From an optimization exercise on the open Yosys and OpenROAD flow, aimed at small area, a short achievable clock period and few clock cycles per item; shortcuts taken in it are not production practice.
The RTL was checked by simulation tests, not by an equivalence proof against the original design.
Power figures rest on the tool's default switching activity, not on a simulated workload.

## job 5931
==> flow/design.v (excerpt) <==
module dmem_responder (
  input  logic        clk,
  input  logic        rst,
  input  logic        req_valid,
  output logic        req_ready,
  input  logic        req_write,
  input  logic [31:0] req_addr,
  input  logic [31:0] req_wdata,
  input  logic [3:0]  req_wmask,
  output logic        rsp_valid,
  input  logic        rsp_ready,
  output logic [31:0] rsp_rdata,
  output logic        rsp_err
);
  logic        v1_q;
  logic        ld1_q;
  logic        err1_q;
  logic [7:0]  lo1_q, hi1_q;
  logic [31:0] wdata1_q;
  logic [3:0]  wmask1_q;    
  logic        reqErr;
  logic        ov_q, kv_q;
  logic [31:0] odata_q, kdata_q;
  logic        oerr_q, kerr_q;
  logic        busy_q;
  logic        acc, adv, oload;
  logic        v1_d, kv_d;
  logic [31:0] arrRdata;
  logic [31:0] newData;
  assign req_ready = !busy_q;
  assign acc       = req_valid && req_ready;
  assign adv       = v1_q && !kv_q;
  assign oload     = !ov_q || rsp_ready;
  dmem_array u_array (
    .clk    (clk),
    .lo_i   (lo1_q),
    .hi_i   (hi1_q),
    .wdata_i(wdata1_q),
    .wmask_i(wmask1_q),
    .rdata_o(arrRdata)
  );
  assign reqErr  = (req_addr[1:0] != 2'b00) || (req_addr[31:8] != 24'h0);
  assign newData = ld1_q ? arrRdata : 32'h0;
  assign v1_d = acc || (v1_q && !adv);
  assign kv_d = kv_q ? !oload : (adv && !oload);
  always_ff @(posedge clk or posedge rst) begin
    if (rst) begin
      v1_q  <= 1'b0;
      wmask1_q <= 4'h0;
      ov_q  <= 1'b0;
      kv_q  <= 1'b0;
      busy_q <= 1'b0;
      odata_q <= 32'h0;
      oerr_q  <= 1'b0;
    end else begin
      v1_q  <= v1_d;
      if (acc) wmask1_q <= (req_write && !reqErr) ? req_wmask : 4'h0;
      kv_q  <= kv_d;
      busy_q <= v1_d && kv_d;
      if (oload) begin
        ov_q    <= kv_q || adv;
        odata_q <= kv_q ? kdata_q : newData;
  ...
Size in the first run: about 4,400 cells after synthesis, roughly 2,200 flip-flops, roughly 110 I/O pins, about 0.080 sq mm of cells after synthesis.
==> flow/config.mk <==
export PLATFORM = sky130hd
export DESIGN_NAME = dmem_responder
export DESIGN_NICKNAME = dmem_responder
export VERILOG_FILES = /design/flow/design.v
export SDC_FILE = /design/flow/constraint.sdc
export NUM_CORES = 4
export LEC_CHECK = 0
export CAP_MARGIN = 20
export CORE_MARGIN = 2
export CORE_UTILIZATION = 50
export SETUP_SLACK_MARGIN = 3.5
export SLEW_MARGIN = 20
==> flow/constraint.sdc <==
create_clock -name core_clock -period 6.0 [get_ports {clk}]
set_input_delay 1.2000 -clock core_clock [delete_from_list [all_inputs] [get_ports {clk}]]
set_output_delay 1.2000 -clock core_clock [all_outputs]
set_load 0.01 [all_outputs]
run.sh (not shown) runs the stock make flow with config.mk's settings and CLKGATE_MAP_FILE= SYNTH_SCRIPT=/design/flow/synth_recipe.tcl, a recipe that flattens the netlist after the stock synthesis.
Both conditions hold for job 5931: the flow ran to the end and the final layout passed the timing, DRC and antenna checks.
Testbench counts of job 5931, summed over its fixed seeds: cycles 12,016, items 12,000.
Modified inputs, job 140 compared to job 5931
Settings: setting CTS_CLUSTER_SIZE to 30 for the first time; setting TNS_END_PERCENT to 5 for the first time; setting CTS_CLUSTER_DIAMETER to 60 for the first time.
The sequential share of layout area in job 140 sits 2.3 points above the value recorded for job 5931. Synthesis-to-layout area growth | job 140 below job 5931. Fraction of power consumed by combinational cells: job 140 vs job 5931 — no meaningful difference. Of job 5931 and job 140, the run reporting the higher number of standard cells in the final layout excluding fillers was job 5931. Total clock network power improves in job 140 relative to job 5931. From job 5931 to job 140 the numbers moved as follows: worst setup slack now larger, wire length fell by about 9%, area of the core region did not really move, standard cell area after detailed placement flat, clock-buffer cell count -119. Job 140 does better than job 5931 on final instance area.
Modified inputs, job 9371 compared to job 140
Settings: clearing TNS_END_PERCENT, which used to be 5.
[summary]
Job 9371 and job 140 ended up with nearly the same fmax.
Compared with job 140, job 9371 shows a sequential share of cell area that is 0.93 points lower.
The power of job 9371 exceeds that of job 140 by about 0.7%.

## what the ideal ports hide
No port has a modelled driver above. Below, the same layouts with a new extraction and two added sets of constraints. Step 1 (the two cells are an assumption about what drives the block):
set clk [get_ports {clk}]
set_driving_cell -lib_cell sky130_fd_sc_hd__clkbuf_16 $clk
set_driving_cell -lib_cell sky130_fd_sc_hd__buf_2 [delete_from_list [all_inputs] $clk]
Step 2 times the ports against the registers' clock, not the clock port: input delays grow and output delays shrink by t, the midpoint of the rising clock arrivals with the driver on. Slacks: ideal ports / drivers / drivers and shift; pairs: ideal ports / drivers.
run | shift t [ns] | slack for setup (ns) | worst setup path at the end
job 5931 | 0.895 | 3.310 / 3.229 / 2.714 | input to register
job 140 | 0.852 | 3.335 / 3.296 / 2.668 | input to register
job 9371 | 0.855 | 3.336 / 3.256 / 2.740 | input to register
After both steps setup and hold are still met in every run listed. For job 140, which loses most, drivers alone change the setup slack by -0.039 ns; drivers and shift together by -0.667 ns.
